What follows belongs to an exercise in optimizing a design on an open flow for small area, a short achievable clock period and few clock cycles per item; a production flow would make more cautious choices. In this exercise RTL edits were held to simulation tests only and were not proved equivalent to the original. Power figures rest on the tool's default switching activity, not on a simulated workload.

`config.mk`:
```
export PLATFORM = sky130hd
export DESIGN_NAME = ica_conv_top
export DESIGN_NICKNAME = ica_conv_top
export VERILOG_FILES = /design/flow/design.v
export SDC_FILE = /design/flow/constraint.sdc
export NUM_CORES = 4
export LEC_CHECK = 0
export CAP_MARGIN = 20
export CORE_MARGIN = 2
export CORE_UTILIZATION = 60
export CTS_BUF_LIST = sky130_fd_sc_hd__clkbuf_8 sky130_fd_sc_hd__clkbuf_4
export CTS_CLUSTER_DIAMETER = 150
export CTS_CLUSTER_SIZE = 40
export PLACE_DENSITY = 0.7
export SETUP_SLACK_MARGIN = 4.6
export SLEW_MARGIN = 20
```
`design.v`:
```
`default_nettype none
package ica_pkg;
    localparam int DIM          = 4;
    localparam int SAMPLE_WIDTH = 16;
    localparam int NORM_WIDTH   = 18;
    localparam logic [NORM_WIDTH-1:0] THRESHOLD = NORM_WIDTH'(32);
    localparam logic [2:0] IDLE   = 3'd0;
    localparam logic [2:0] LOAD   = 3'd1;
    localparam logic [2:0] DIFF   = 3'd2;
    localparam logic [2:0] NORM   = 3'd3;
    localparam logic [2:0] REPORT = 3'd4;
endpackage
`default_nettype wire
`default_nettype none
package cordic_pkg;
    localparam int CORDIC_WIDTH  = 22;
    localparam int CORDIC_STAGES = 16;
    localparam int GUARD_BITS    = 2;
    localparam int GAIN_WIDTH = 16;
    localparam logic [GAIN_WIDTH-1:0] GAIN_INV = 16'd39797;
endpackage
`default_nettype wire
`timescale 1ns/1ps
`default_nettype none
module ica_conv_top (
    input  logic        clk,
    input  logic        nreset,
    input  logic        start,
    input  logic [15:0] sample_in,
    input  logic        sample_valid,
    output logic        sample_ready,
    output logic        done,
    output logic [17:0] diff_norm,
    output logic        converged
);
    localparam logic [2:0] P_IDLE = 3'd0;   
    localparam logic [2:0] P_S1   = 3'd1;   
    localparam logic [2:0] P_ROT  = 3'd2;   
    localparam logic [2:0] P_R15  = 3'd3;   
    localparam logic [2:0] P_MUL  = 3'd4;   
    logic [2:0]  phase, phase_n;
    logic [3:0]  sx, sx_n;         
    logic [3:0]  sy, sy_n;         
    logic        minv, minv_n;     
    logic        mcin, mcin_n;     
    logic        mmode, mmode_n;   
    logic [1:0]  stp, stp_n;       
    logic        want_q, want_n;   
    logic        done_q, done_n;
    logic        pval, pval_n;     
    logic [15:0] p0, p1, p2, p3;   
    logic [19:0] x;                
    logic signed [21:0] y;
    logic        take;
    assign sample_ready = start && want_q;
    assign take         = sample_ready && sample_valid;
    logic [15:0] pref;
    logic signed [16:0] d;
    logic signed [21:0] d4;
    assign pref = pval ? p0 : 16'd0;
    assign d    = {sample_in[15], sample_in} - {pref[15], pref};
    assign d4   = {{3{d[16]}}, d, 2'b0};
    logic        neg, xinv, xcin;
    logic [19:0] xs;
    logic signed [21:0] ys;
    logic [22:0] x_sum;
    logic [20:0] y_sum;
    logic [21:0] x_add;
    logic [19:0] x_rot;
    logic signed [19:0] y_rot;
    assign neg   = y[21];
    assign xs    = x >> sx;
    assign ys    = y >>> sy;
    assign xinv  = mmode ? minv : neg;
    assign xcin  = mmode ? mcin : neg;
    assign x_sum = {2'b0, x, 1'b1} + {ys ^ {22{xinv}}, xcin};
    assign y_sum = {y[19:0], 1'b1} + {xs ^ {20{!neg}}, !neg};
    assign x_add = x_sum[22:1];
    assign x_rot = x_add[19:0];
    assign y_rot = y_sum[20:1];
    logic signed [21:0] y_init;
    assign y_init = {1'b0, {1'b0, x[19:17]} + 4'd1, x[16:0]};
    always_ff @(posedge clk) begin
        if (take) begin
            p0 <= p1; p1 <= p2; p2 <= p3; p3 <= sample_in;
        end
    end
    always_ff @(posedge clk) begin
        case (phase)
            P_IDLE: if (take) begin
                x <= '0;
                y <= d4;
            end
            P_S1: if (take) begin
                x <= x_rot;                  
                y <= d4;
            end
            P_ROT: begin
                x <= x_rot;
                y <= 22'(y_rot);
            end
            P_R15: begin
                x <= x_rot;                  
                y <= y_init;
            end
            P_MUL: begin
                if (sx != 4'd5) begin
                    y <= x_add;
                end else if (take || stp == 2'd3) begin
                    x <= {x_add[20:3], 2'b0};
                    y <= d4;
                end
            end
            default: ;
        endcase
    end
    always_comb begin
        phase_n = phase;
        sx_n    = sx;
        sy_n    = sy;
        minv_n  = 1'b0;
        mcin_n  = 1'b0;
        mmode_n = 1'b0;
        stp_n   = stp;
        done_n  = done_q;
        pval_n  = pval;
        case (phase)
            P_IDLE: begin
                if (!start) done_n = 1'b0;
                if (take) phase_n = P_S1;
            end
            P_S1: if (take) begin
                phase_n = P_ROT;
                stp_n   = 2'd1;
            end
            P_ROT: begin
                sx_n = sx + 4'd1;
                sy_n = sy + 4'd1;
                if (sx == 4'd14) phase_n = P_R15;
            end
            P_R15: begin
                phase_n = P_MUL;
                sx_n    = '0;
                sy_n    = 4'd2;
                mmode_n = 1'b1;
                mcin_n  = neg && (&x[1:0]);
            end
            P_MUL: begin
                sx_n    = sx + 4'd1;
                mmode_n = 1'b1;
                case (sx)
                    4'd0: begin sy_n = 4'd2; minv_n = 1'b1; end
                    4'd1: begin sy_n = 4'd3; end
                    4'd2: begin sy_n = 4'd3; end
                    4'd3: begin sy_n = 4'd3; minv_n = 1'b1; end
                    4'd4: begin sy_n = 4'd2; end
                    default: begin
                        sy_n    = '0;
                        sx_n    = '0;
                        mmode_n = 1'b0;
                        if (stp == 2'd3) begin
                            phase_n = P_IDLE;
                            done_n  = 1'b1;
                            pval_n  = 1'b1;
                        end else if (take) begin
                            phase_n = P_ROT;
                            stp_n   = stp + 2'd1;
                        end else begin
                            sy_n    = sy;
                            sx_n    = sx;
                            mmode_n = 1'b1;
                        end
                    end
                endcase
            end
            default: phase_n = P_IDLE;
        endcase
        want_n = (phase_n == P_IDLE && !done_n) || phase_n == P_S1 ||
                 (phase_n == P_MUL && sx_n == 4'd5 && stp_n != 2'd3);
    end
    always_ff @(posedge clk) begin
        if (!nreset) begin
            phase  <= P_IDLE;
            sx     <= '0;
            sy     <= '0;
            minv   <= 1'b0;
            mcin   <= 1'b0;
            mmode  <= 1'b0;
            stp    <= '0;
            want_q <= 1'b0;
            done_q <= 1'b0;
            pval   <= 1'b0;
        end else begin
            phase  <= phase_n;
            sx     <= sx_n;
            sy     <= sy_n;
            minv   <= minv_n;
            mcin   <= mcin_n;
            mmode  <= mmode_n;
            stp    <= stp_n;
            want_q <= want_n;
            done_q <= done_n;
            pval   <= pval_n;
        end
    end
    assign done      = done_q && start;
    assign diff_norm = x[19:2];
    assign converged = (x[19:2] <= 18'd32);
endmodule
`default_nettype wire
```
`constraint.sdc`:
```
create_clock -name core_clock -period 9.0 [get_ports {clk}]
set_input_delay 1.8000 -clock core_clock [delete_from_list [all_inputs] [get_ports {clk}]]
set_output_delay 1.8000 -clock core_clock [all_outputs]
set_load 0.01 [all_outputs]
```
`run.sh`:
```
#!/bin/bash
# synth_recipe.tcl (not shown) runs the flow's synth.tcl, then flattens the netlist and writes it again
# the make line also repeats each setting of config.mk as NAME=value (left out here)
make -C /OpenROAD-flow-scripts/flow DESIGN_CONFIG=/design/flow/config.mk WORK_HOME=/design/flow/orfs CLKGATE_MAP_FILE= SYNTH_SCRIPT=/design/flow/synth_recipe.tcl finish
```
==> flow_summary.toml, run 1 <==
[finish]
antenna_cells = 0
post-route-util_pct = 68.7
stdcell_count = 1352
drive_gt1_share_pct = 12.1
synthToLayoutAreaGrowth_pct = 12.2
final_nets = 1206

[worst_hold_path]
min_to = "p1[11]"
hold_start = "p2[11]"
min_path_type = "reg2reg"
min_path_cells = 0

[setup_path]
worst_setup_path_end_kind = "output pin"
required_ns = 7.20
cp_data_arrival_time_ns = 2.55
rr_worst_depth = 14
reg2reg_from = "sy[0]"
criticalPathCategory = "reg2out"
reg2reg_to = "y[13]"
path_max_fanout = 7
r2r_slack_ns = 4.73
start_kind = "register"

[yosys]
ys_types = 76
syn_nets = 1197
synthArstFlopShare_pct = 0
yosysWarnings = 1
ys.flop_type = "edfxtp_1"
ys_seq_elements = 125
synth_area_um2 = 10200
yosys.area.top_type = "edfxtp_1"
seq_area_frac_synth_pct = 35.1
synth.area.top_cells = "edfxtp_1 (31%), ha_1 (8.0%), mux2i_1 (4.7%)"
syn_inst = 1110
syn_area_per_cell_um2 = 9.15
synth_edf_count = 106
yosysTopAreaCellShare_pct = 31.3

[routing]
dr_total_vias = 8949
drc_errors = 0
firstDrtPassIters = 7
wl_per_cell_um = 22.5
viasPerCell = 6.62
dr.first_iter.drc_count = 1389
wl_mm = 30.4
final_antenna_net_count = 0

[global_route]
top_usage_layer = "met1"
grt_pass1_vias = 7922
grtUsageTotal_pct = 33.0
grt_max_degree = 68
grt_pass1_wl_mm = 45.2
use_met1_pct = 50.8
grtUsageMet2_pct = 47.4
grt_overflow_total = 0
grt.met3_usage_pct = 7.07
antenna_found_initial = 0

[clock_tree]
clk_path_buf_depth = 2
cts.reportedPaths.clkPinSlew_ns = 0.09
htree_levels = 4
cts_inserted_buffers = 17
clk_latency_ns = 0.46
cts_tree = "done"
clock-sinks = 125
cts-root-buf = "clkbuf_8"

[job]
cap_violations = 0

[timing]
tns_ns = 0
fin_crit_sh_pct = 48.3
max_slew_margin_pct = 30.1
slew_viol_final = 0
max_slew.worst_pin.slew_ns = 1.05
setup_viol_count_final = 0
hold_violations = 0
fmax_ghz = 0.230
setup_slack_ns = 4.65
skew_ns = 0.0174
rsz0062_at_grt = "yes"
finalCriticalPeriod_ns = 4.35

[placement]
hpwlAfterDp_mm = 21.8
globalplace.congestion = 1.01
io_buffers = 40
dp.cells = 1308
place_worst_setup_slack_ns = 3.89

[die]
initial_core_util_pct = 61.2
die_h_um = 134
top_level_ports = 41
fp.dieW_um = 134
core-area_um2 = 16600
die_area_um2 = 18000
rows = 47

[power]
vdd_drop_max_uv = 160
power_density_nw_per_um2 = 141
total_power_w = 0.00161
leakage_nw = 4.21

[outcome]
status = "no timing/DRC/antenna violations"
[cell usage after synthesis (4+ instances only)]
| cell | instances |
|---|---|
| mux2i_1 | 48 |
| a211oi_1 | 23 |
| o21ai_1 | 39 |
| a21o_1 | 21 |
| a21oi_1 | 88 |
| clkbuf_1 | 47 |
| buf_1 | 8 |
| xnor2_1 | 46 |
| nand2_1 | 104 |
| a31oi_1 | 14 |
| nor3_1 | 20 |
| o21ai_0 | 33 |
| mux4_2 | 7 |
| a211o_1 | 8 |
| o221ai_1 | 4 |
| xor2_1 | 40 |
| o31ai_1 | 8 |
| o22ai_1 | 18 |
| and3_1 | 8 |
| inv_2 | 5 |
| a22o_1 | 4 |
| nand3b_1 | 4 |
| nand3_1 | 18 |
| and2_1 | 15 |
| nand4_1 | 10 |
| o211ai_1 | 11 |
| a222oi_1 | 6 |
| buf_4 | 18 |
| inv_1 | 33 |
| a22oi_1 | 6 |
| nor4_1 | 6 |
| ha_1 | 65 |
| dfxtp_1 | 19 |
| mux2_2 | 6 |
| nor2_1 | 83 |
| nand2b_1 | 16 |
| edfxtp_1 | 106 |
| a21boi_1 | 4 |
| o21a_1 | 10 |
| nor2b_1 | 19 |
| or3_1 | 4 |
[worst max path at each step]
stage                      start         to  slack (ns)
global route               sy[1]      y[10]        4.56
detailed placement  sample_in[0]      y[12]        3.89
finish                      x[5]  converged        4.65
global placement    sample_in[0]      y[12]        3.99
floorplan           sample_in[0]      y[12]        4.64
CTS                 sample_in[0]      y[12]        4.61
[registers in the layout (all words and copies together) (netlist names), 2 cells and up]
register  count
phase         3
stp           2
p3           16
p2           16
x            20
sy            4
p0           16
p1           16
y            22
sx            4
[cell families after synthesis]
kind of cell	Yosys count	synth area share [%]
AO/OA/AOI/OAI	337	22.0
XOR/XNOR	86	7.42
multiplexers	65	7.43
buffers and inverters	113	4.99
flip-flops	125	35.1
adder cells (fa/ha/maj)	67	8.40
AND/OR/NAND/NOR	317	14.6
[layout by cell type (no fill, tap or decap), types with 7 or more instances in the layout]
cell type / n
inv_1: 31
a21o_1: 21
a21oi_1: 77
dfxtp_1: 16
nand2_1: 101
xnor2_1: 43
o211ai_1: 11
and3_1: 8
a21oi_2: 10
a211o_1: 8
and2_1: 14
mux4_2: 7
o21ai_0: 29
nor2_1: 83
nand4_1: 10
buf_4: 18
xor2_1: 37
nand2b_1: 16
o21ai_1: 39
o21a_1: 10
ha_1: 64
nor2b_1: 18
nand3_1: 18
nor3_1: 19
o22ai_1: 18
clkdlybuf4s50_1: 35
a211oi_1: 22
edfxtp_1: 106
mux2i_1: 44
clkbuf_8: 17
a31oi_1: 13
[power by group]
group          total (W)  internal (W)  switching, W  leakage [nW]
clock network   0.000519      0.000233      0.000286         0.203
registers       0.000665      0.000647     0.0000183          1.14
logic           0.000424      0.000166      0.000258          2.87
[cell type report]
type                       instances  area [um^2]
multi-input combinational        872         6330
clock inverter                    15          165
fill                            1357         5190
sequential                       125         3570
tap                              220          275
clock buffer                      17          234
inverter                          38          150
timing repair buffer              65          664
[routing by layer]
| metal | vias up | share of wire [%] |
|---|---|---|
| met3 | 52 | 12 |
| met4 | 0 | 2.1 |
| li1 | 4139 | - |
| met2 | 520 | 43 |
| met1 | 4238 | 43 |
| met5 | - | 0 |
[what timing repair did]
| action | in CTS | in global routing |
|---|---|---|
| gates resized for setup | 21 | 49 |
| cloned | 0 | 1 |
| pin swaps | 4 | 13 |
| endpoints found under the setup margin | 20 | 26 |
| hold buffers | 0 | 0 |
| setup buffers | 4 | 6 |
[critical path, cell delays in order (launching register included)]
cell             delay, ns
edfxtp_1              0.54
or4_1                 0.54
o21ai_0               0.26
and4_1                0.22
clkdlybuf4s50_1       0.53
[through the flow]
stage                     hold slack, ns  cell area (um^2)
after floorplan                    0.400             10200
after global placement             0.401             10600
after detailed placement           0.405             10600
after CTS                          0.425             11100
after global routing               0.429             11400
final                              0.423             11400
Testbench counts, summed over its fixed seeds: cycles 35,832, runs 512.
==> run 2: changes to the inputs <==
--- a/config.mk
+++ b/config.mk
@@ -5,6 +5,7 @@
 export SDC_FILE = /design/flow/constraint.sdc
 export NUM_CORES = 4
 export LEC_CHECK = 0
+export ABC_AREA = 1
 export CAP_MARGIN = 20
 export CORE_MARGIN = 2
 export CORE_UTILIZATION = 60
@@ -12,5 +13,5 @@
 export CTS_CLUSTER_DIAMETER = 150
 export CTS_CLUSTER_SIZE = 40
 export PLACE_DENSITY = 0.7
-export SETUP_SLACK_MARGIN = 4.6
+export SETUP_SLACK_MARGIN = 4.4
 export SLEW_MARGIN = 20
==> flow_summary.toml, run 2 <==
[placement]
hpwlAfterDp_mm = 25.6
io_buffers = 40
globalplace.congestion = 1.04

[die]
die_area_um2 = 18400
fp.dieW_um = 136
top_level_ports = 41
core-area_um2 = 17100
rows = 48
die_h_um = 136
initial_core_util_pct = 60.7

[global_route]
top_usage_layer = "met1"
grt_max_degree = 70
use_met1_pct = 53.0
grt_pass1_wl_mm = 50.8
antenna_found_initial = 0
grt_pass1_vias = 9013
grt.met3_usage_pct = 8.19
grtUsageTotal_pct = 36.7
grt_overflow_total = 0
grtUsageMet2_pct = 52.9

[yosys]
yosys.area.top_type = "edfxtp_1"
yosysTopAreaCellShare_pct = 30.6
synthAdderAreaFrac_pct = 8.21
synth_edf_count = 106
synth_area_um2 = 10400
synth_common_cells = "nand2_1 (357), o21ai_0 (126), inv_1 (122)"
synthMuxAreaShare_pct = 1.06
synthArstFlopShare_pct = 0
ys_seq_elements = 125
synth-simple-area-share_pct = 26.7
syn_area_per_cell_um2 = 7.44
syn_nets = 1484
ys.flop_type = "edfxtp_1"
yosysMostFrequentCell = "nand2_1"
syn_inst = 1397
synth_xor_xnor_area_share_pct = 5.06
seq_area_frac_synth_pct = 34.3
yosysWarnings = 1
synth.area.top_cells = "edfxtp_1 (31%), nand2_1 (13%), ha_1 (7.8%)"
ys_types = 57
synth_compound_gate_area_share_pct = 16.7
synth_top_family_by_area = "simple AND/OR/NAND/NOR gates"

[finish]
largest_register = "y"
largestRegisters = "y: 22 flops, x: 20 flops"
final_cell_mix = "nand2_1 (357), o21ai_0 (126), inv_1 (120)"
final_common_cell = "nand2_1"
drive_gt1_share_pct = 6.35
synthToLayoutAreaGrowth_pct = 8.16
largest_reg_flops = 22
post-route-util_pct = 65.7
final_nets = 1492

[clock_tree]
cts_tree = "done"
cts.reportedPaths.clkPinSlew_ns = 0.09
htree_levels = 4
postCtsHoldBufs = 0
cts-root-buf = "clkbuf_8"
cts_inserted_buffers = 17
clk_latency_ns = 0.46
clock-sinks = 125
clk_path_buf_depth = 2

[job]
cap_violations = 0

[timing]
fmax_ghz = 0.225
setup_viol_count_final = 0
tns_ns = 0
finalCriticalPeriod_ns = 4.45
rsz0062_at_grt = "no"
fin_hold_ws_ns = 0.416
max_slew_margin_pct = 44.9
max_slew.worst_pin.slew_ns = 0.827
skew_ns = 0.00965
hold_violations = 0
fin_crit_sh_pct = 49.5
slew_viol_final = 0

[routing]
dr.first_iter.drc_count = 1362
drc_errors = 0
wl_per_cell_um = 20.1
dr_total_vias = 10100
firstDrtPassIters = 6
wl_mm = 33.0
viasPerCell = 6.14
final_antenna_net_count = 0

[power]
power_frac_seq_pct = 32.3
p_sw_w = 0.000971
total_power_w = 0.00222
power_density_nw_per_um2 = 198
clkPwrFrac_pct = 23.6
swShare_pct = 43.8
vdd_drop_max_uv = 153
p_comb_share_pct = 44.1
intPower_w = 0.00125
leakage_nw = 4.77

[setup_path]
criticalPathCategory = "in2out"
cp_data_arrival_time_ns = 2.65
start_kind = "input pin"
required_ns = 7.20
path_max_fanout = 2
worst_setup_path_end_kind = "output pin"

[worst_hold_path]
min_path_type = "reg2reg"

[outcome]
status = "no timing/DRC/antenna violations"
==> run 2: area by class of cell <==
type / count / area (um^2)
antenna: 1 / 2.50
clock buffer: 17 / 234
clock inverter: 15 / 178
fill: 1518 / 5880
inverter: 136 / 524
multi-input combinational: 1078 / 6000
sequential: 125 / 3570
tap: 225 / 282
timing repair buffer: 46 / 443
timing repair inverter: 1 / 7.51
==> run 2: repair_timing <==
| action | in CTS | in global routing |
|---|---|---|
| endpoints found under the setup margin | 14 | 17 |
| setup buffers | 1 | 0 |
| resized for setup | 3 | 6 |
| cloned | 0 | 1 |
==> run 2: critical path, stage by stage <==
cell and delay (ns):
clkdlybuf4s50_1 0.47, nand2_1 0.07, inv_1 0.05, dlygate4sd2_1 0.26
==> run 2: power by group through the flow <==
stage               Sequential (W)  Combinational, W  Clock, W
floorplan                 0.000702          0.000696         0
global placement          0.000728          0.000938         0
detailed placement        0.000728          0.000940         0
CTS                       0.000714          0.000948  0.000528
global route              0.000718           0.00107  0.000548
finish                    0.000717          0.000979  0.000524
==> run 2: metal layers <==
layer | vias to the layer above | part of all wire [%]
li1 | 4815 | -
met1 | 4597 | 43
met2 | 604 | 42
met3 | 86 | 11
met4 | 0 | 4.3
met5 | - | 0
==> run 2: worst paths after layout <==
| kind | depth (start not counted) | from | to | slack [ns] |
|---|---|---|---|---|
| worst max-delay path | 4 | start | done | 4.55 |
| worst min-delay path | 0 | p3[1] | p2[1] | 0.42 |
| worst max register to register | 15 | y[21] | y[19] | 4.65 |
| worst min register to register | 0 | p3[1] | p2[1] | 0.42 |
==> run 2: logic make-up after synthesis <==
logic type,count (synthesis)
AOI/OAI and AO/OA,307
buffers and inverters,194
xor gates and xnor gates,60
DFF,125
muxes,11
adders and majority gates,67
and+or+nand+nor,633
==> run 2: through the flow <==
stage	area [um^2]	cells	worst slack, ns
2_1_floorplan	10400	1397	4.43
3_3_place_gp	10800	1609	4.28
3_5_place_dp	10800	1609	4.25
4_1_cts	11200	1642	4.54
5_1_grt	11200	1643	4.42
6_report	11200	1644	4.55
==> run 3: changes to the inputs <==
--- a/config.mk
+++ b/config.mk
@@ -13,5 +13,5 @@
 export CTS_CLUSTER_DIAMETER = 150
 export CTS_CLUSTER_SIZE = 40
 export PLACE_DENSITY = 0.7
-export SETUP_SLACK_MARGIN = 4.4
+export SETUP_SLACK_MARGIN = 5.0
 export SLEW_MARGIN = 20
==> flow_summary.toml, run 3 <==
[timing]
finalCriticalPeriod_ns = 4.02
fmax_ghz = 0.249
hold_violations = 0
slew_viol_final = 0
fin_crit_sh_pct = 44.7
tns_ns = 0
rsz0062_at_grt = "yes"
skew_ns = 0.0108
max_slew_margin_pct = 40.8
max_slew.worst_pin.slew_ns = 0.886
setup_viol_count_final = 0

[clock_tree]
cts_tree = "done"
clock-sinks = 125
htree_levels = 4
cts-root-buf = "clkbuf_8"
cts_inserted_buffers = 17
cts.reportedPaths.clkPinSlew_ns = 0.08
postCtsHoldBufs = 0
clk_path_buf_depth = 2
clk_latency_ns = 0.47

[setup_path]
required_ns = 9.19
cp_data_arrival_time_ns = 4.21
reg2reg_to = "y[10]"
worst_setup_path_end_kind = "register"
rr_worst_depth = 20
reg2reg_from = "x[9]"
criticalPathCategory = "reg2reg"
path_max_fanout = 6
r2r_slack_ns = 4.98
start_kind = "register"

[power]
vdd_drop_max_uv = 159
clkPwrFrac_pct = 22.8
p_comb_share_pct = 46.3
p_sw_w = 0.00102
intPower_w = 0.00129
leakage_nw = 5.03
power_frac_seq_pct = 30.9
swShare_pct = 44.2
power_density_nw_per_um2 = 196

[yosys]
synth_area_um2 = 10400
yosysTopAreaCellShare_pct = 30.6
synth_edf_count = 106
ys_types = 57
syn_inst = 1397
synthArstFlopShare_pct = 0
synth.area.top_cells = "edfxtp_1 (31%), nand2_1 (13%), ha_1 (7.8%)"
ys_seq_elements = 125
syn_area_per_cell_um2 = 7.44
syn_nets = 1484
yosysWarnings = 1
seq_area_frac_synth_pct = 34.3
yosys.area.top_type = "edfxtp_1"
yosysMostFrequentCell = "nand2_1"
ys.flop_type = "edfxtp_1"
synth_common_cells = "nand2_1 (357), o21ai_0 (126), inv_1 (122)"

[die]
rows = 48
die_area_um2 = 18400
initial_core_util_pct = 60.7
fp.dieW_um = 136
die_h_um = 136
top_level_ports = 41
core-area_um2 = 17100

[global_route]
grt_overflow_total = 0
grt_max_degree = 70
antenna_found_initial = 0
grt_pass1_wl_mm = 52.4
grtUsageTotal_pct = 38.0
grt_pass1_vias = 9386

[worst_hold_path]
min_to = "p0[14]"
min_path_type = "reg2reg"
hold_start = "p1[14]"
min_path_cells = 0

[routing]
wl_mm = 35.3
firstDrtPassIters = 6
viasPerCell = 6.23
drc_errors = 0
wl_per_cell_um = 20.9
final_antenna_net_count = 0
dr_total_vias = 10500
dr.first_iter.drc_count = 1346

[finish]
final_cell_mix = "nand2_1 (352), inv_1 (117), o21ai_0 (108)"
largest_reg_flops = 22
final_nets = 1539
stdcell_count = 1691
fill_cells = 1459
fin_area_um2 = 11800
synthToLayoutAreaGrowth_pct = 13.7
final_common_cell = "nand2_1"
largest_register = "y"
drive_gt1_share_pct = 12.6
largestRegisters = "y: 22 flops, x: 20 flops"

[placement]
dp.cells = 1606
hpwlAfterDp_mm = 26.1
io_buffers = 40
globalplace.congestion = 1.06
dpl_cell_area_um2 = 10800

[job]
cap_violations = 0

[outcome]
status = "no timing/DRC/antenna violations"
## run 3: power by group through the flow
stage / combinational, W / clock [W] / sequential, W
after CTS: 0.000960 / 0.000528 / 0.000715
final: 0.00107 / 0.000527 / 0.000715
after global placement: 0.000935 / 0 / 0.000733
after global routing: 0.00115 / 0.000552 / 0.000715
after floorplan: 0.000699 / 0 / 0.000701
after detailed placement: 0.000940 / 0 / 0.000733
## run 3: through the flow
step	total power, W	utilization [%]	setup WS (ns)	hold slack, ns
2_1_floorplan	0.00140	-	5.00	0.400
3_3_place_gp	0.00167	63.2	4.27	0.400
3_5_place_dp	0.00167	63.2	4.25	0.405
4_1_cts	0.00220	66.8	4.97	0.418
5_1_grt	0.00242	69.0	4.79	0.431
6_report	0.00231	69.0	4.98	0.423
## run 3: repair_timing
| item | CTS | global route |
|---|---|---|
| pin swaps | 2 | 9 |
| hold endpoints to repair | 0 | 0 |
| gates resized for setup | 33 | 57 |
| endpoints found under the setup margin | 82 | 77 |
| setup buffers | 26 | 23 |
| gates cloned | 1 | 2 |
## run 3: worst max-delay path by stage
stage,from,endpoint
after floorplan,start,y[0]
after global placement,start,sample_ready
after detailed placement,sy[0],y[15]
after CTS,sx[0],y[10]
after global routing,sy[0],y[19]
final,x[9],y[10]
## run 3: final cells by class
cell class | instances | area (um^2) | area share [%]
Antenna cell | 1 | 2.50 | 0.0212
Tap cell | 225 | 282 | 2.38
Timing Repair inverter | 2 | 12.5 | 0.106
Timing Repair Buffer | 91 | 797 | 6.75
Inverter | 136 | 533 | 4.51
Multi-Input combinational cell | 1079 | 6190 | 52.4
Clock buffer | 17 | 234 | 1.98
Sequential cell | 125 | 3580 | 30.3
Clock inverter | 15 | 175 | 1.48
## run 3: per-layer routing
metal / vias to the layer above / share of wire [%] / global-route usage, %
li1: 4906 / - / -
met4: 0 / 4.4 / 14.8
met2: 636 / 43 / 56.2
met3: 134 / 11 / 8.19
met1: 4853 / 42 / 54.4
met5: - / 0 / 0
## run 3: kinds of logic after synthesis
| logic type | Yosys count | share of synthesized area [%] |
|---|---|---|
| simple gates | 633 | 26.7 |
| compound gates | 307 | 16.7 |
| buf+inv | 194 | 8.06 |
| flops | 125 | 34.3 |
| fa+ha+maj | 67 | 8.21 |
| xor+xnor | 60 | 5.06 |
| mux | 11 | 1.06 |
## run 3: critical path, stage by stage, from the launching register on
cell	delay, ns
edfxtp_1	0.53
inv_1	0.09
o21ai_0	0.23
nor2_1	0.08
a31oi_1	0.22
nand2_1	0.07
o21ai_0	0.14
a22oi_1	0.11
nand2_1	0.10
xor2_1	0.19
ha_1	0.32
a21oi_1	0.19
nand2_1	0.13
a21boi_1	0.26
inv_1	0.13
a21oi_1	0.27
o21ai_0	0.16
nor2_1	0.12
nor2_1	0.05
nand2_1	0.16
o2111ai_1	0.15
==> run 4: changes to the inputs <==
--- a/config.mk
+++ b/config.mk
@@ -13,5 +13,5 @@
 export CTS_CLUSTER_DIAMETER = 150
 export CTS_CLUSTER_SIZE = 40
 export PLACE_DENSITY = 0.7
-export SETUP_SLACK_MARGIN = 5.0
+export SETUP_SLACK_MARGIN = 4.6
 export SLEW_MARGIN = 20
==> flow_summary.toml, run 4 <==
[outcome]
status = "no timing/DRC/antenna violations"

[setup_path]
rr_worst_depth = 19
start_kind = "input pin"
criticalPathCategory = "in2out"
reg2reg_to = "x[15]"
worst_setup_path_end_kind = "output pin"
crit_end = "done"
critical-path-slowest-cell = "clkdlybuf4s50_1"
reg2reg_from = "sy[0]"
r2r_slack_ns = 4.82
path_max_fanout = 2
cp_data_arrival_time_ns = 2.53
cp_slowest_stage_delay_ns = 0.48
crit_chain = "clkdlybuf4s50_1 > nand2_1 > inv_1 > buf_2"
worstSetupStartpoint = "start"
required_ns = 7.20

[global_route]
grt_max_degree = 70
grtUsageTotal_pct = 36.1
antenna_found_initial = 0
grt_overflow_total = 0
grt_pass1_wl_mm = 50.3
grt_pass1_vias = 9096

[timing]
max_slew_margin_pct = 45.3
tns_ns = 0
fmax_ghz = 0.231
slew_viol_final = 0
finalCriticalPeriod_ns = 4.33
rsz0062_at_grt = "no"
hold_violations = 0
setup_viol_count_final = 0
max_slew.worst_pin.slew_ns = 0.821
skew_ns = 0.0147
fin_crit_sh_pct = 48.1

[yosys]
yosys.area.top_type = "edfxtp_1"
ys.flop_type = "edfxtp_1"
seq_area_frac_synth_pct = 34.3
yosysTopAreaCellShare_pct = 30.6
synth_common_cells = "nand2_1 (357), o21ai_0 (126), inv_1 (122)"
ys_types = 57
syn_nets = 1484
synth_edf_count = 106
yosysWarnings = 1
ys_seq_elements = 125
synthArstFlopShare_pct = 0
syn_inst = 1397
synth.area.top_cells = "edfxtp_1 (31%), nand2_1 (13%), ha_1 (7.8%)"
synth_area_um2 = 10400
syn_area_per_cell_um2 = 7.44
yosysMostFrequentCell = "nand2_1"

[power]
vdd_drop_max_uv = 129
leakage_nw = 4.78
power_density_nw_per_um2 = 194
total_power_w = 0.00218

[placement]
globalplace.congestion = 1.07
hpwlAfterDp_mm = 25.4
dp.cells = 1608
io_buffers = 40
dpl_cell_area_um2 = 10800

[routing]
firstDrtPassIters = 6
final_antenna_net_count = 0
met1Wirelength_mm = 14.4
top_layer_used = "met4"
viasPerCell = 6.18
dr.first_iter.drc_count = 1384
wl_per_cell_um = 19.8
dr_total_vias = 10200
met3_wirelength_mm = 3.40
drc_errors = 0
wl_mm = 32.7
route.met2.wl_mm = 13.5

[finish]
largest_reg_flops = 22
largest_register = "y"
final_common_cell = "nand2_1"
fin_area_um2 = 11300
drive_gt1_share_pct = 7.09
stdcell_count = 1649
post-route-util_pct = 65.8
final_cell_mix = "nand2_1 (357), o21ai_0 (125), inv_1 (119)"
antenna_cells = 0
final_nets = 1498
largestRegisters = "y: 22 flops, x: 20 flops"
synthToLayoutAreaGrowth_pct = 8.33

[die]
fp.dieW_um = 136
rows = 48
core-area_um2 = 17100
initial_core_util_pct = 60.7
top_level_ports = 41
die_area_um2 = 18400
die_h_um = 136

[clock_tree]
postCtsHoldBufs = 0
clk_path_buf_depth = 2
htree_levels = 4
clk_latency_ns = 0.47
cts-root-buf = "clkbuf_8"
clock-sinks = 125
cts_inserted_buffers = 17
cts.reportedPaths.clkPinSlew_ns = 0.08
cts_tree = "done"

[worst_hold_path]
min_path_type = "reg2reg"

[job]
cap_violations = 0
==> run 4: cell count changes in the layout (fill, tap and decap cells not counted), moves of 3 or more <==
cell	previous run	this run
buf_4	47	10
o21ai_0	108	125
o21ai_1	26	11
a21oi_1	81	94
a21oi_2	13	2
nand2_1	352	357
nand2_2	9	4
buf_6	3	0
dfxtp_1	12	15
dfxtp_4	5	2
nor3_1	15	18
==> run 4: critical path, delay by kind of cell <==
| kind | cells | cell delay [ns] |
|---|---|---|
| buffers and inverters | 3 | 0.66 |
| AND/OR/NAND/NOR | 1 | 0.08 |
==> run 4: cell type report <==
| class | instances | area [um^2] |
|---|---|---|
| clock buffer | 17 | 234 |
| tap | 225 | 282 |
| sequential | 125 | 3570 |
| fill | 1525 | 5860 |
| timing repair buffer | 51 | 479 |
| timing repair inverter | 2 | 10.0 |
| clock inverter | 15 | 148 |
| multi-input combinational | 1078 | 6000 |
| inverter | 136 | 532 |
==> run 4: how the worst min path moves through the flow <==
stage,start,to,slack [ns],cells after the start
global route,p1[5],p0[5],0.43,0
floorplan,p1[0],p0[0],0.40,0
CTS,p1[1],p0[1],0.42,0
global placement,p2[1],p1[1],0.40,0
detailed placement,p1[3],p0[3],0.40,0
finish,p1[9],p0[9],0.42,0
==> run 4: timing repair <==
| item | in CTS | in global routing |
|---|---|---|
| setup endpoints to repair | 34 | 33 |
| buffers inserted | 1 | 6 |
| cloned | 0 | 2 |
| gates resized for setup | 10 | 9 |
| pin swaps | 1 | 0 |
==> run 4: per-layer routing <==
metal	global-route usage, %	up-vias
met2	52.4	571
met3	7.03	104
met1	52.9	4696
li1	-	4813
met4	14.5	0
met5	0	-
==> run 4: per-stage QoR <==
step | hold WS [ns] | setup WS [ns]
2_1_floorplan | 0.400 | 4.67
3_3_place_gp | 0.400 | 4.28
3_5_place_dp | 0.405 | 4.27
4_1_cts | 0.422 | 4.66
5_1_grt | 0.425 | 4.62
6_report | 0.421 | 4.67
==> run 4: kinds of logic after synthesis <==
kind of cell | after synthesis | share of synthesized area (%)
AND/OR/NAND/NOR | 633 | 26.7
AO/OA/AOI/OAI | 307 | 16.7
buffers and inverters | 194 | 8.06
flip-flops | 125 | 34.3
adder cells (fa/ha/maj) | 67 | 8.21
XOR/XNOR | 60 | 5.06
multiplexers | 11 | 1.06
==> run 4: power by group <==
| part | leakage [nW] | switching (W) | internal [W] |
|---|---|---|---|
| logic | 3.45 | 0.000655 | 0.000325 |
| registers | 1.14 | 0.0000482 | 0.000671 |
| clock network | 0.192 | 0.000259 | 0.000226 |
| total | 4.78 | 0.000962 | 0.00122 |
==> run 5: changes to the inputs <==
--- a/config.mk
+++ b/config.mk
@@ -5,7 +5,6 @@
 export SDC_FILE = /design/flow/constraint.sdc
 export NUM_CORES = 4
 export LEC_CHECK = 0
-export ABC_AREA = 1
 export CAP_MARGIN = 20
 export CORE_MARGIN = 2
 export CORE_UTILIZATION = 60
@@ -13,5 +12,5 @@
 export CTS_CLUSTER_DIAMETER = 150
 export CTS_CLUSTER_SIZE = 40
 export PLACE_DENSITY = 0.7
-export SETUP_SLACK_MARGIN = 4.6
+export SETUP_SLACK_MARGIN = 4.8
 export SLEW_MARGIN = 20
==> flow_summary.toml, run 5 <==
[finish]
largestRegisters = "y: 22 flops, x: 20 flops"
largest_register = "y"
post-route-util_pct = 73.3
antenna_cells = 0
fin_area_um2 = 12200
fill_cells = 1276
largest_reg_flops = 22
drive_gt1_share_pct = 19.8
stdcell_count = 1410
final_cell_mix = "edfxtp_1 (106), nand2_1 (101), nor2_1 (83)"
final_nets = 1264
final_common_cell = "edfxtp_1"
synthToLayoutAreaGrowth_pct = 19.7

[timing]
skew_ns = 0.0108
rsz0062_at_grt = "yes"
max_slew_margin_pct = 18.9
hold_violations = 0
setup_viol_count_final = 0
tns_ns = 0
fmax_ghz = 0.240
fin_crit_sh_pct = 46.2
fin_hold_ws_ns = 0.423
finalCriticalPeriod_ns = 4.16
max_slew.worst_pin.slew_ns = 1.22
slew_viol_final = 0

[yosys]
yosysMostFrequentCell = "edfxtp_1"
yosysWarnings = 1
synth.area.top_cells = "edfxtp_1 (31%), ha_1 (8.0%), mux2i_1 (4.7%)"
syn_area_per_cell_um2 = 9.15
syn_nets = 1197
yosys.area.top_type = "edfxtp_1"
yosysTopAreaCellShare_pct = 31.3
ys_types = 76
syn_inst = 1110
ys.flop_type = "edfxtp_1"
synth_area_um2 = 10200
synth_edf_count = 106
synthArstFlopShare_pct = 0
ys_seq_elements = 125
synth_common_cells = "edfxtp_1 (106), nand2_1 (104), a21oi_1 (88)"
seq_area_frac_synth_pct = 35.1

[worst_hold_path]
min_path_type = "reg2reg"
min_path_cells = 0
hold_start = "p3[13]"

[routing]
final_antenna_net_count = 0
route.met2.wl_mm = 13.9
dr_total_vias = 9365
met3_wirelength_mm = 3.83
firstDrtPassIters = 7
wl_per_cell_um = 23.0
top_layer_used = "met4"
wl_mm = 32.4
dr.first_iter.drc_count = 1229
met1Wirelength_mm = 13.5
drc_errors = 0
viasPerCell = 6.64

[global_route]
grt_overflow_total = 0
grt_max_degree = 68
antenna_found_initial = 0
grt_pass1_wl_mm = 47.6
grtUsageTotal_pct = 35.0
grt_pass1_vias = 8289

[power]
intPower_w = 0.00108
vdd_drop_max_uv = 167
leakage_nw = 4.58
swShare_pct = 35.1
power_frac_seq_pct = 40.0
power_density_nw_per_um2 = 136
p_comb_share_pct = 28.8
p_sw_w = 0.000583
clkPwrFrac_pct = 31.2

[job]
cap_violations = 0

[placement]
hpwlAfterDp_mm = 22.1
dpl_cell_area_um2 = 10600
io_buffers = 40
dp.cells = 1308
globalplace.congestion = 1.01

[clock_tree]
cts_inserted_buffers = 17
clock-sinks = 125
cts_tree = "done"
clk_latency_ns = 0.47
postCtsHoldBufs = 0
cts-root-buf = "clkbuf_8"
cts.reportedPaths.clkPinSlew_ns = 0.09
htree_levels = 4
clk_path_buf_depth = 2

[die]
rows = 47
fp.dieW_um = 134
core-area_um2 = 16600
initial_core_util_pct = 61.2
top_level_ports = 41
die_area_um2 = 18000
die_h_um = 134

[setup_path]
worstSetupStartpoint = "x[9]"
criticalPathCategory = "reg2reg"
rr_worst_depth = 15
cp_data_arrival_time_ns = 4.36
worst_setup_path_end_kind = "register"
path_max_fanout = 7
required_ns = 9.20
reg2reg_from = "x[9]"
start_kind = "register"

[outcome]
status = "no timing/DRC/antenna violations"
## run 5: final cells by class
type | instances | area (um^2) | share of cell area (%)
Clock inverter | 15 | 170 | 1.40
Inverter | 38 | 153 | 1.26
Sequential cell | 125 | 3580 | 29.4
Multi-Input combinational cell | 872 | 6580 | 54.1
Tap cell | 220 | 275 | 2.26
Clock buffer | 17 | 234 | 1.92
Timing Repair Buffer | 123 | 1170 | 9.63
## run 5: timing repair
action	4_1_cts	5_1_grt
pin swaps	13	42
setup endpoints to repair	30	31
cloned	1	4
endpoints found under the hold margin	0	0
buffers inserted	22	43
gates resized for setup	46	91
## run 5: logic make-up after synthesis
group / synth area share [%]
multiplexers: 7.43
XOR/XNOR: 7.42
buffers and inverters: 4.99
AND/OR/NAND/NOR: 14.6
adder cells (fa/ha/maj): 8.40
flip-flops: 35.1
AO/OA/AOI/OAI: 22.0
## run 5: per-layer routing
metal	up-vias	global-route usage [%]
met5	-	0
met4	0	11.8
met3	102	9.49
met2	580	50.5
met1	4422	51.1
li1	4261	-
## run 5: final timing paths
check / slack (ns) / endpoint
hold reg to reg: 0.42 / p2[13]
setup / recovery: 4.84 / y[19]
setup reg to reg: 4.84 / y[19]
hold / removal: 0.42 / p2[13]
## run 5: power by group through the flow
stage	Clock (W)	Sequential (W)	Combinational [W]
2_1_floorplan	0	0.000669	0.000279
3_3_place_gp	0	0.000679	0.000382
3_5_place_dp	0	0.000679	0.000384
4_1_cts	0.000521	0.000664	0.000411
5_1_grt	0.000543	0.000665	0.000510
6_report	0.000517	0.000664	0.000478
## run 5: critical path, stage by stage, from the launching register on
cell       delay [ns]
edfxtp_1         0.58
mux4_2           0.56
a211oi_4         0.29
a21oi_2          0.10
xnor2_1          0.20
ha_2             0.37
a21o_1           0.18
a21o_1           0.15
a21oi_2          0.09
a21bo_2          0.22
a31oi_4          0.21
o21ai_4          0.12
o31ai_4          0.31
mux2i_1          0.25
buf_4            0.16
o2111ai_1        0.11
## run 5: per-stage QoR
stage          setup slack, ns  total power (W)
2_1_floorplan             4.82         0.000948
3_3_place_gp              4.20          0.00106
3_5_place_dp              4.15          0.00106
4_1_cts                   4.73          0.00160
5_1_grt                   4.66          0.00172
6_report                  4.84          0.00166
==> run 6: changes to the inputs <==
--- a/config.mk
+++ b/config.mk
@@ -5,6 +5,7 @@
 export SDC_FILE = /design/flow/constraint.sdc
 export NUM_CORES = 4
 export LEC_CHECK = 0
+export ABC_AREA = 1
 export CAP_MARGIN = 20
 export CORE_MARGIN = 2
 export CORE_UTILIZATION = 60
==> flow_summary.toml, run 6 <==
[outcome]
status = "no timing/DRC/antenna violations"

[die]
fp.dieW_um = 136
rows = 48
die_area_um2 = 18400
die_h_um = 136
core-area_um2 = 17100
top_level_ports = 41
initial_core_util_pct = 60.7

[finish]
antenna_cells = 0
largest_register = "y"
largest_reg_flops = 22
fill_cells = 1517
largestRegisters = "y: 22 flops, x: 20 flops"
final_nets = 1509
synthToLayoutAreaGrowth_pct = 9.59
drive_gt1_share_pct = 7.87
final_common_cell = "nand2_1"
stdcell_count = 1660
final_cell_mix = "nand2_1 (357), inv_1 (119), o21ai_0 (117)"

[routing]
route.met2.wl_mm = 14.5
viasPerCell = 6.24
dr_total_vias = 10400
wl_mm = 33.9
final_antenna_net_count = 0
met1Wirelength_mm = 14.3
drc_errors = 0
firstDrtPassIters = 6
met3_wirelength_mm = 3.65
dr.first_iter.drc_count = 1445
wl_per_cell_um = 20.4
top_layer_used = "met5"

[yosys]
ys.flop_type = "edfxtp_1"
synth.area.top_cells = "edfxtp_1 (31%), nand2_1 (13%), ha_1 (7.8%)"
synthArstFlopShare_pct = 0
synth_common_cells = "nand2_1 (357), o21ai_0 (126), inv_1 (122)"
ys_seq_elements = 125
synth_edf_count = 106
syn_area_per_cell_um2 = 7.44
yosysWarnings = 1
syn_nets = 1484
synth_area_um2 = 10400
yosysMostFrequentCell = "nand2_1"
yosys.area.top_type = "edfxtp_1"
syn_inst = 1397
seq_area_frac_synth_pct = 34.3
ys_types = 57
yosysTopAreaCellShare_pct = 30.6

[global_route]
grt_pass1_wl_mm = 51.4
antenna_found_initial = 1
grt_max_degree = 70
grtUsageTotal_pct = 37.2
grt_overflow_total = 0
grt_pass1_vias = 9130

[setup_path]
path_max_fanout = 6
critical-path-slowest-cell = "clkdlybuf4s50_1"
required_ns = 7.20
crit_chain = "nor4_1 > nand4_1 > a21oi_1 > clkdlybuf4s50_1"
cp_slowest_stage_delay_ns = 0.59
cp_data_arrival_time_ns = 2.35
worst_setup_path_end_kind = "output pin"
criticalPathCategory = "reg2out"
start_kind = "register"

[timing]
skew_ns = 0.0116
finalCriticalPeriod_ns = 4.15
max_slew_margin_pct = 49.5
fmax_ghz = 0.241
fin_crit_sh_pct = 46.1
setup_viol_count_final = 0
hold_violations = 0
rsz0062_at_grt = "yes"
slew_viol_final = 0
max_slew.worst_pin.slew_ns = 0.753
tns_ns = 0

[clock_tree]
clock-sinks = 125
cts_tree = "done"
cts_inserted_buffers = 17
cts.reportedPaths.clkPinSlew_ns = 0.08
cts-root-buf = "clkbuf_8"
clk_path_buf_depth = 2
postCtsHoldBufs = 0
htree_levels = 4
clk_latency_ns = 0.46

[power]
power_density_nw_per_um2 = 196
total_power_w = 0.00223
leakage_nw = 4.84
vdd_drop_max_uv = 148

[placement]
io_buffers = 40
globalplace.congestion = 1.04
hpwlAfterDp_mm = 26.0
dp.cells = 1609

[worst_hold_path]
min_path_type = "reg2reg"

[job]
cap_violations = 0
[run 6: cell count changes after synthesis, sizes merged, moves of 15 or more]
cell    previous run  this run
nand2            105       365
a211oi            24         1
o21ai             73       138
clkbuf            47        15
inv               38       133
buf               28        43
mux2i             48        11
nand3             18       110
nor2b             19         0
nand2b            16         0
xnor2             46        11
[run 6: final timing paths]
check,from,to,slack [ns],depth (start not counted)
min reg2reg,p2[13],p1[13],0.42,0
max reg2reg,sy[1],y[15],4.89,21
max,x[15],converged,4.85,4
min,p2[13],p1[13],0.42,0
[run 6: cells by family after synthesis]
family	Yosys count	synth area share, %
AND/OR/NAND/NOR	633	26.7
AO/OA/AOI/OAI	307	16.7
buffers and inverters	194	8.06
flip-flops	125	34.3
adder cells (fa/ha/maj)	67	8.21
XOR/XNOR	60	5.06
multiplexers	11	1.06
[run 6: worst max-delay path: cells and delay by family, from the launching register on]
kind / cells / cell delay [ns]
DFF: 1 / 0.56
and+or+nand+nor: 2 / 0.49
buffers and inverters: 1 / 0.59
AOI/OAI and AO/OA: 1 / 0.25
[run 6: per-layer routing]
layer	GRT usage, %	up-vias
li1	-	4834
met2	54.3	658
met4	15.2	2
met5	0	-
met1	54.0	4769
met3	7.15	103
[run 6: final cells by class]
cell class,instances,area (um^2),area share [%]
multi-input cells,1079,6030,53.0
flip-flops and latches,125,3570,31.4
repair buffers,61,561,4.92
inverters,136,529,4.65
well taps,225,282,2.47
clock buffers,17,234,2.05
clock inverters,15,161,1.42
repair inverters,2,15.0,0.132
[run 6: repair_timing]
action,CTS,global route
pin swaps,1,1
gates cloned,0,3
resized for setup,12,21
endpoints found under the setup margin,58,52
setup buffers,2,14
[run 6: power breakdown]
part	switching, W	internal, W	total [W]
clock network	0.000257	0.000251	0.000507
registers	0.0000433	0.000671	0.000715
logic	0.000675	0.000329	0.00100
total	0.000975	0.00125	0.00223
[run 6: stage by stage]
step	worst slack [ns]	util, %	hold slack (ns)	cell area (um^2)
2_1_floorplan	4.81	-	0.400	10400
3_3_place_gp	4.29	63.2	0.400	10800
3_5_place_dp	4.16	63.2	0.405	10800
4_1_cts	4.75	65.5	0.425	11200
5_1_grt	4.72	66.5	0.432	11400
6_report	4.85	66.5	0.423	11400
==> run 7: changes to the inputs <==
--- a/config.mk
+++ b/config.mk
@@ -8,10 +8,10 @@
 export ABC_AREA = 1
 export CAP_MARGIN = 20
 export CORE_MARGIN = 2
-export CORE_UTILIZATION = 60
+export CORE_UTILIZATION = 65
 export CTS_BUF_LIST = sky130_fd_sc_hd__clkbuf_8 sky130_fd_sc_hd__clkbuf_4
 export CTS_CLUSTER_DIAMETER = 150
 export CTS_CLUSTER_SIZE = 40
-export PLACE_DENSITY = 0.7
+export PLACE_DENSITY = 0.75
 export SETUP_SLACK_MARGIN = 4.8
 export SLEW_MARGIN = 20
==> flow_summary.toml, run 7 <==
[yosys]
yosysTopAreaCellShare_pct = 30.6
synth.area.top_cells = "edfxtp_1 (31%), nand2_1 (13%), ha_1 (7.8%)"
ys_types = 57
syn_nets = 1484
synthAdderAreaFrac_pct = 8.21
ys_seq_elements = 125
synth_edf_count = 106
yosys.area.top_type = "edfxtp_1"
yosysMostFrequentCell = "nand2_1"
synthMuxAreaShare_pct = 1.06
syn_inst = 1397
synth-simple-area-share_pct = 26.7
synth_area_um2 = 10400
syn_area_per_cell_um2 = 7.44
synth_xor_xnor_area_share_pct = 5.06
yosysWarnings = 1
ys.flop_type = "edfxtp_1"
synth_compound_gate_area_share_pct = 16.7
synthArstFlopShare_pct = 0
seq_area_frac_synth_pct = 34.3
synth_common_cells = "nand2_1 (357), o21ai_0 (126), inv_1 (122)"
synth_top_family_by_area = "simple AND/OR/NAND/NOR gates"

[clock_tree]
cts_inserted_buffers = 17
cts-root-buf = "clkbuf_8"
cts_tree = "done"
clock-sinks = 125
postCtsHoldBufs = 0
cts.reportedPaths.clkPinSlew_ns = 0.09
clk_latency_ns = 0.47
htree_levels = 4
clk_path_buf_depth = 2

[finish]
final_cell_mix = "nand2_1 (357), o21ai_0 (121), inv_1 (119)"
stdcell_count = 1649
largest_reg_flops = 22
fin_area_um2 = 11400
final_common_cell = "nand2_1"
fill_cells = 1315
drive_gt1_share_pct = 8.03
synthToLayoutAreaGrowth_pct = 9.38
largestRegisters = "y: 22 flops, x: 20 flops"
multi_input_area_um2 = 6030
regArea_um2 = 3570
largest_register = "y"
final_nets = 1506

[die]
die_area_um2 = 17000
top_level_ports = 41
rows = 46
initial_core_util_pct = 65.9
die_h_um = 130
fp.dieW_um = 130
core-area_um2 = 15800

[timing]
slew_viol_final = 0
max_slew.worst_pin.slew_ns = 1.02
fin_crit_sh_pct = 46.3
setup_viol_count_final = 0
skew_ns = 0.0129
finalCriticalPeriod_ns = 4.16
hold_violations = 0
max_slew_margin_pct = 31.4
rsz0062_at_grt = "no"
tns_ns = 0
fmax_ghz = 0.240

[routing]
firstDrtPassIters = 9
wl_per_cell_um = 20.4
dr.first_iter.drc_count = 1562
final_antenna_net_count = 0
dr_total_vias = 10500
viasPerCell = 6.35
wl_mm = 33.6
drc_errors = 0

[setup_path]
criticalPathCategory = "reg2out"
cp_data_arrival_time_ns = 2.36
required_ns = 7.20
r2r_slack_ns = 4.90
path_max_fanout = 6
worst_setup_path_end_kind = "output pin"
start_kind = "register"

[global_route]
grt_pass1_wl_mm = 50.6
grt_max_degree = 68
grt_overflow_total = 0
grtUsageTotal_pct = 39.6
antenna_found_initial = 2
grt_pass1_vias = 9085

[placement]
globalplace.congestion = 1.07
hpwlAfterDp_mm = 25.7
dpl_cell_area_um2 = 10800
io_buffers = 40
dp.cells = 1600

[power]
total_power_w = 0.00223
power_density_nw_per_um2 = 196
vdd_drop_max_uv = 148
leakage_nw = 4.84

[outcome]
status = "no timing/DRC/antenna violations"

[worst_hold_path]
min_path_type = "reg2reg"

[job]
cap_violations = 0
==> run 7: per-layer routing <==
layer  global-route usage, %  routed length [um]  vias to the layer above
met5                       0                   0                        -
met2                    58.5               14100                      702
met1                    55.4               13600                     4798
met4                    18.1                1680                        0
met3                    9.57                4220                      138
li1                        -                   -                     4834
==> run 7: critical path: stages (launching register included) <==
cell and delay (ns):
edfxtp_1 0.55, nor4_1 0.39, nand4_1 0.14, a21oi_1 0.24
clkdlybuf4s50_1 0.58
==> run 7: cell families (layout without fill, tap and decap cells) <==
group / count (synthesis) / count (layout)
AND/OR/NAND/NOR: 633 / 633
flip-flops: 125 / 125
AO/OA/AOI/OAI: 307 / 307
other: 0 / 1
multiplexers: 11 / 11
XOR/XNOR: 60 / 60
buffers and inverters: 194 / 229
adder cells (fa/ha/maj): 67 / 67
==> run 7: where the power goes <==
part,switching (W),leakage [nW],total (W),internal [W]
Combinational,0.000677,3.50,0.00101,0.000330
Clock,0.000274,0.200,0.000507,0.000233
Sequential,0.0000435,1.14,0.000715,0.000671
Total,0.000994,4.84,0.00223,0.00123
==> run 7: final timing paths <==
check	from	to	cells after the start
worst max register to register	sy[0]	y[12]	17
worst max-delay path	x[14]	converged	4
worst min register to register	p2[1]	p1[1]	0
worst min-delay path	p2[1]	p1[1]	0
==> run 7: through the flow <==
stage                     utilization [%]  worst slack (ns)  hold slack [ns]
after floorplan                         -              4.81            0.400
after global placement               68.5              4.29            0.400
after detailed placement             68.5              4.27            0.405
after CTS                            71.0              4.84            0.421
after global routing                 72.0              4.74            0.434
final                                72.1              4.84            0.415
==> run 7: timing repair <==
| item | in CTS | in global routing |
|---|---|---|
| resized for setup | 12 | 18 |
| cloned | 0 | 1 |
| setup endpoints to repair | 37 | 31 |
| setup buffers | 0 | 15 |
==> run 7: final cells by class <==
class | count | share of cell area (%)
repair buffers | 60 | 4.81
clock buffers | 17 | 2.06
multi-input cells | 1078 | 53.0
well taps | 216 | 2.38
repair inverters | 1 | 0.0661
flip-flops and latches | 125 | 31.5
clock inverters | 15 | 1.50
inverters | 136 | 4.68
diodes | 1 | 0.0220
==> run 8: changes to the inputs <==
--- a/config.mk
+++ b/config.mk
@@ -13,5 +13,5 @@
 export CTS_CLUSTER_DIAMETER = 150
 export CTS_CLUSTER_SIZE = 40
 export PLACE_DENSITY = 0.75
-export SETUP_SLACK_MARGIN = 4.8
+export SETUP_SLACK_MARGIN = 4.9
 export SLEW_MARGIN = 20
==> flow_summary.toml, run 8 <==
[placement]
io_buffers = 40
hpwlAfterDp_mm = 25.5
globalplace.congestion = 1.05
dpl_cell_area_um2 = 10800

[global_route]
grt_pass1_vias = 9044
grt_max_degree = 68
grt_pass1_wl_mm = 50.5
grt_overflow_total = 0
grtUsageTotal_pct = 39.8
antenna_found_initial = 1

[timing]
setup_viol_count_final = 0
finalCriticalPeriod_ns = 4.07
hold_violations = 0
skew_ns = 0.0156
tns_ns = 0
fmax_ghz = 0.246
rsz0062_at_grt = "no"
fin_crit_sh_pct = 45.2
slew_viol_final = 0
fin_hold_ws_ns = 0.422
max_slew.worst_pin.slew_ns = 0.975
max_slew_margin_pct = 34.8

[clock_tree]
postCtsHoldBufs = 0
cts.reportedPaths.clkPinSlew_ns = 0.09
htree_levels = 4
clk_latency_ns = 0.48
clock-sinks = 125
cts-root-buf = "clkbuf_8"
cts_tree = "done"
clk_path_buf_depth = 2
cts_inserted_buffers = 17

[setup_path]
r2r_slack_ns = 5.13
criticalPathCategory = "reg2out"
start_kind = "register"
cp_data_arrival_time_ns = 2.27
rr_worst_depth = 17
worstSetupStartpoint = "x[12]"
reg2reg_from = "sy[0]"
reg2reg_to = "x[13]"
path_max_fanout = 6
worst_setup_path_end_kind = "output pin"
required_ns = 7.20

[finish]
largestRegisters = "y: 22 flops, x: 20 flops"
drive_gt1_share_pct = 10.6
final_nets = 1532
largest_register = "y"
synthToLayoutAreaGrowth_pct = 12.0
largest_reg_flops = 22
final_common_cell = "nand2_1"
fin_area_um2 = 11600
final_cell_mix = "nand2_1 (356), inv_1 (118), o21ai_0 (114)"

[yosys]
ys_seq_elements = 125
yosys.area.top_type = "edfxtp_1"
synthArstFlopShare_pct = 0
synth_area_um2 = 10400
seq_area_frac_synth_pct = 34.3
syn_nets = 1484
yosysTopAreaCellShare_pct = 30.6
synth.area.top_cells = "edfxtp_1 (31%), nand2_1 (13%), ha_1 (7.8%)"
ys.flop_type = "edfxtp_1"
synth_common_cells = "nand2_1 (357), o21ai_0 (126), inv_1 (122)"
syn_inst = 1397
ys_types = 57
synth_edf_count = 106
yosysMostFrequentCell = "nand2_1"
yosysWarnings = 1
syn_area_per_cell_um2 = 7.44

[power]
total_power_w = 0.00224
leakage_nw = 4.97
power_density_nw_per_um2 = 192
vdd_drop_max_uv = 154

[worst_hold_path]
min_path_cells = 0
min_path_type = "reg2reg"
hold_start = "p2[10]"
min_to = "p1[10]"

[die]
die_h_um = 130
initial_core_util_pct = 65.9
top_level_ports = 41
rows = 46
fp.dieW_um = 130
die_area_um2 = 17000
core-area_um2 = 15800

[routing]
wl_mm = 33.9
met3_wirelength_mm = 3.94
dr.first_iter.drc_count = 1631
drc_errors = 0
dr_total_vias = 10400
final_antenna_net_count = 0
firstDrtPassIters = 8
wl_per_cell_um = 20.2
met1Wirelength_mm = 13.9
top_layer_used = "met4"
route.met2.wl_mm = 14.4
viasPerCell = 6.23

[outcome]
status = "no timing/DRC/antenna violations"

[job]
cap_violations = 0
## run 8: cell types whose count changed in the layout (fill, tap and decap cells not counted), moves of 2 or more
cell	before	now
a21oi_1	94	89
o21ai_0	121	114
inv_8	5	8
o21ai_1	14	20
a21oi_2	2	6
clkinvlp_4	8	6
nor3_2	3	1
buf_4	18	42
## run 8: power breakdown
part,internal (W),total (W),switching (W)
clock,0.000212,0.000499,0.000288
sequential,0.000671,0.000709,0.0000383
combinational,0.000342,0.00103,0.000685
total,0.00122,0.00224,0.00101
## run 8: cells by family after synthesis
kind of cell    Yosys count  synth area share (%)
simple gates            633                  26.7
compound gates          307                  16.7
buf+inv                 194                  8.06
flops                   125                  34.3
fa+ha+maj                67                  8.21
xor+xnor                 60                  5.06
mux                      11                  1.06
## run 8: area by class of cell
class	count	area, um^2
flip-flops and latches	125	3580
diodes	1	2.50
repair buffers	85	747
inverters	136	532
well taps	216	270
fillers	1267	4140
repair inverters	2	12.5
clock inverters	15	159
multi-input cells	1078	6100
clock buffers	17	234
## run 8: routing by layer
layer  vias to the layer above  GRT usage (%)
met3                       140           9.89
li1                       4896              -
met1                      4716           55.5
met4                         0           17.1
met2                       688           59.3
met5                         -              0
## run 8: worst max-delay path by stage
stage / depth (start not counted) / slack [ns] / endpoint
2_1_floorplan: 6 / 4.92 / y[0]
3_3_place_gp: 4 / 4.28 / done
3_5_place_dp: 4 / 4.26 / sample_ready
4_1_cts: 4 / 4.91 / done
5_1_grt: 19 / 4.87 / x[16]
6_report: 4 / 4.93 / converged
## run 8: metrics by stage
| stage | std cells | setup slack, ns | util (%) |
|---|---|---|---|
| 2_1_floorplan | 1397 | 4.92 | - |
| 3_3_place_gp | 1599 | 4.28 | 68.6 |
| 3_5_place_dp | 1599 | 4.26 | 68.6 |
| 4_1_cts | 1650 | 4.91 | 72.0 |
| 5_1_grt | 1674 | 4.87 | 73.8 |
| 6_report | 1675 | 4.93 | 73.8 |
## run 8: timing repair
action / in CTS / in global routing
buffers inserted: 18 / 23
resized for setup: 18 / 37
cloned: 1 / 1
hold endpoints to repair: 0 / 0
setup endpoints to repair: 38 / 36
pin swaps: 1 / 4
## run 8: critical path: stages (launching register included)
cell	delay, ns
edfxtp_1	0.55
nor4_1	0.25
nand4_1	0.14
a21oi_1	0.26
clkdlybuf4s50_1	0.60
==> run 9: changes to the inputs <==
--- a/config.mk
+++ b/config.mk
@@ -8,10 +8,10 @@
 export ABC_AREA = 1
 export CAP_MARGIN = 20
 export CORE_MARGIN = 2
-export CORE_UTILIZATION = 65
+export CORE_UTILIZATION = 60
 export CTS_BUF_LIST = sky130_fd_sc_hd__clkbuf_8 sky130_fd_sc_hd__clkbuf_4
 export CTS_CLUSTER_DIAMETER = 150
 export CTS_CLUSTER_SIZE = 40
-export PLACE_DENSITY = 0.75
-export SETUP_SLACK_MARGIN = 4.9
+export PLACE_DENSITY = 0.7
+export SETUP_SLACK_MARGIN = 4.7
 export SLEW_MARGIN = 20
==> flow_summary.toml, run 9 <==
[setup_path]
worst_setup_path_end_kind = "output pin"
path_max_fanout = 2
start_kind = "input pin"
criticalPathCategory = "in2out"
cp_data_arrival_time_ns = 2.43
required_ns = 7.20

[yosys]
synth_edf_count = 106
yosysMostFrequentCell = "nand2_1"
synth.area.top_cells = "edfxtp_1 (31%), nand2_1 (13%), ha_1 (7.8%)"
ys_types = 57
seq_area_frac_synth_pct = 34.3
syn_inst = 1397
ys_seq_elements = 125
synth_common_cells = "nand2_1 (357), o21ai_0 (126), inv_1 (122)"
yosysWarnings = 1
yosys.area.top_type = "edfxtp_1"
syn_nets = 1484
synthArstFlopShare_pct = 0
syn_area_per_cell_um2 = 7.44
ys.flop_type = "edfxtp_1"
yosysTopAreaCellShare_pct = 30.6
synth_area_um2 = 10400

[timing]
hold_violations = 0
setup_viol_count_final = 0
tns_ns = 0
skew_ns = 0.0158
finalCriticalPeriod_ns = 4.23
slew_viol_final = 0
max_slew_margin_pct = 45.1
fmax_ghz = 0.237
rsz0062_at_grt = "yes"
max_slew.worst_pin.slew_ns = 0.823
fin_crit_sh_pct = 47.0

[clock_tree]
cts.reportedPaths.clkPinSlew_ns = 0.08
postCtsHoldBufs = 0
cts_inserted_buffers = 17
cts_tree = "done"
cts-root-buf = "clkbuf_8"
clk_latency_ns = 0.47
clk_path_buf_depth = 2
htree_levels = 4
clock-sinks = 125

[die]
die_area_um2 = 18400
top_level_ports = 41
initial_core_util_pct = 60.7
core-area_um2 = 17100
rows = 48
die_h_um = 136
fp.dieW_um = 136

[routing]
dr_total_vias = 10200
wl_per_cell_um = 19.9
drc_errors = 0
final_antenna_net_count = 0
firstDrtPassIters = 7
wl_mm = 32.8
viasPerCell = 6.19
dr.first_iter.drc_count = 1302

[power]
power_density_nw_per_um2 = 194
vdd_drop_max_uv = 130
total_power_w = 0.00219
leakage_nw = 4.79

[global_route]
grt_max_degree = 70
grtUsageTotal_pct = 36.2
grt_overflow_total = 0
antenna_found_initial = 0
grt_pass1_vias = 9116
grt_pass1_wl_mm = 50.3

[outcome]
status = "no timing/DRC/antenna violations"

[finish]
synthToLayoutAreaGrowth_pct = 8.41
stdcell_count = 1649
antenna_cells = 0
final_nets = 1498
largest_reg_flops = 22
largestRegisters = "y: 22 flops, x: 20 flops"
final_common_cell = "nand2_1"
largest_register = "y"
drive_gt1_share_pct = 7.09
final_cell_mix = "nand2_1 (357), o21ai_0 (124), inv_1 (119)"

[job]
cap_violations = 0

[placement]
io_buffers = 40
dp.cells = 1608
globalplace.congestion = 1.07
hpwlAfterDp_mm = 25.4

[worst_hold_path]
min_path_type = "reg2reg"
[run 9: where the power goes]
part | total, W | leakage, nW | switching, W | internal (W)
sequential | 0.000719 | 1.14 | 0.0000475 | 0.000671
clock | 0.000488 | 0.192 | 0.000262 | 0.000226
combinational | 0.000983 | 3.46 | 0.000657 | 0.000326
total | 0.00219 | 4.79 | 0.000966 | 0.00122
[run 9: kinds of logic (layout without fill, tap and decap cells)]
| logic type | after synthesis | count (layout) | share of synthesized area, % |
|---|---|---|---|
| and+or+nand+nor | 633 | 633 | 26.7 |
| adders and majority gates | 67 | 67 | 8.21 |
| muxes | 11 | 11 | 1.06 |
| DFF | 125 | 125 | 34.3 |
| xor gates and xnor gates | 60 | 60 | 5.06 |
| AOI/OAI and AO/OA | 307 | 307 | 16.7 |
| buffers and inverters | 194 | 221 | 8.06 |
[run 9: cell type report]
type	count	area, um^2
Clock buffer	17	234
Clock inverter	15	148
Fill cell	1522	5850
Inverter	136	529
Multi-Input combinational cell	1078	6010
Sequential cell	125	3570
Tap cell	225	282
Timing Repair Buffer	51	482
Timing Repair inverter	2	10.0
[run 9: stage by stage]
| step | utilization (%) | hold slack (ns) | setup WS (ns) | area, um^2 |
|---|---|---|---|---|
| 2_1_floorplan | - | 0.400 | 4.67 | 10400 |
| 3_3_place_gp | 63.0 | 0.400 | 4.28 | 10800 |
| 3_5_place_dp | 63.0 | 0.405 | 4.27 | 10800 |
| 4_1_cts | 65.4 | 0.422 | 4.72 | 11200 |
| 5_1_grt | 65.8 | 0.425 | 4.65 | 11300 |
| 6_report | 65.8 | 0.419 | 4.77 | 11300 |
[run 9: worst paths after layout]
kind | from | cells after the start | slack (ns) | endpoint
worst max-delay path | start | 4 | 4.77 | sample_ready
worst min-delay path | p1[9] | 0 | 0.42 | p0[9]
worst max register to register | sy[0] | 16 | 4.80 | y[12]
worst min register to register | p1[9] | 0 | 0.42 | p0[9]
[run 9: what timing repair did]
item,in CTS,in global routing
setup endpoints to repair,35,26
resized for setup,10,9
gates cloned,0,2
pin swaps,1,0
setup buffers,2,5
[run 9: metal layers]
| layer | vias up | GRT usage (%) | part of all wire, % |
|---|---|---|---|
| li1 | 4807 | - | - |
| met1 | 4707 | 52.9 | 43 |
| met2 | 601 | 52.5 | 42 |
| met3 | 93 | 7.03 | 11 |
| met4 | 0 | 14.5 | 4.0 |
| met5 | - | 0 | 0 |
[run 9: worst max-delay path, cell delays in order]
cell	delay, ns
dlygate4sd2_1	0.24
nand2_1	0.06
inv_1	0.04
dlygate4sd2_1	0.28

re-timing with driven ports:
The results above use ideal ports. As a check the final layouts listed here were re-extracted and re-timed, cells and wires unchanged.
Step 1 sets driving cells, clkbuf_16 on the clock port and buf_2 on the other inputs (assumed; they add their load-dependent delay and slew).
Step 2 adds t to the input delays and takes it off the output delays; t is the mean of the earliest and latest rising clock arrival at the registers after step 1. Input paths then give back, and output paths get back, about the clock's delay inside the block.
Three values: ideal, step 1, step 2; two values: the first two.
| run | shift t [ns] | setup WS [ns] | worst register clock-pin slew, ns | worst data-port slew with drivers (ns) |
|---|---|---|---|---|
| run 1 | 0.489 | 4.654 / 4.616 / 4.325 | 0.10 / 0.10 | 0.04 |
| run 2 | 0.502 | 4.548 / 4.525 / 4.178 | 0.09 / 0.09 | 0.04 |
| run 3 | 0.503 | 4.977 / 4.977 / 4.523 | 0.09 / 0.09 | 0.04 |
| run 4 | 0.506 | 4.669 / 4.645 / 4.389 | 0.09 / 0.09 | 0.03 |
| run 5 | 0.505 | 4.842 / 4.842 / 4.452 | 0.09 / 0.09 | 0.04 |
| run 6 | 0.497 | 4.852 / 4.807 / 4.476 | 0.09 / 0.09 | 0.04 |
| run 7 | 0.500 | 4.836 / 4.794 / 4.401 | 0.09 / 0.09 | 0.04 |
| run 8 | 0.511 | 4.928 / 4.885 / 4.601 | 0.10 / 0.10 | 0.05 |
| run 9 | 0.506 | 4.774 / 4.756 / 4.397 | 0.09 / 0.09 | 0.03 |
After both steps every run listed still meets setup and hold. For run 3, which loses most, drivers alone change the setup slack by 0.000 ns; drivers and shift together by -0.454 ns.
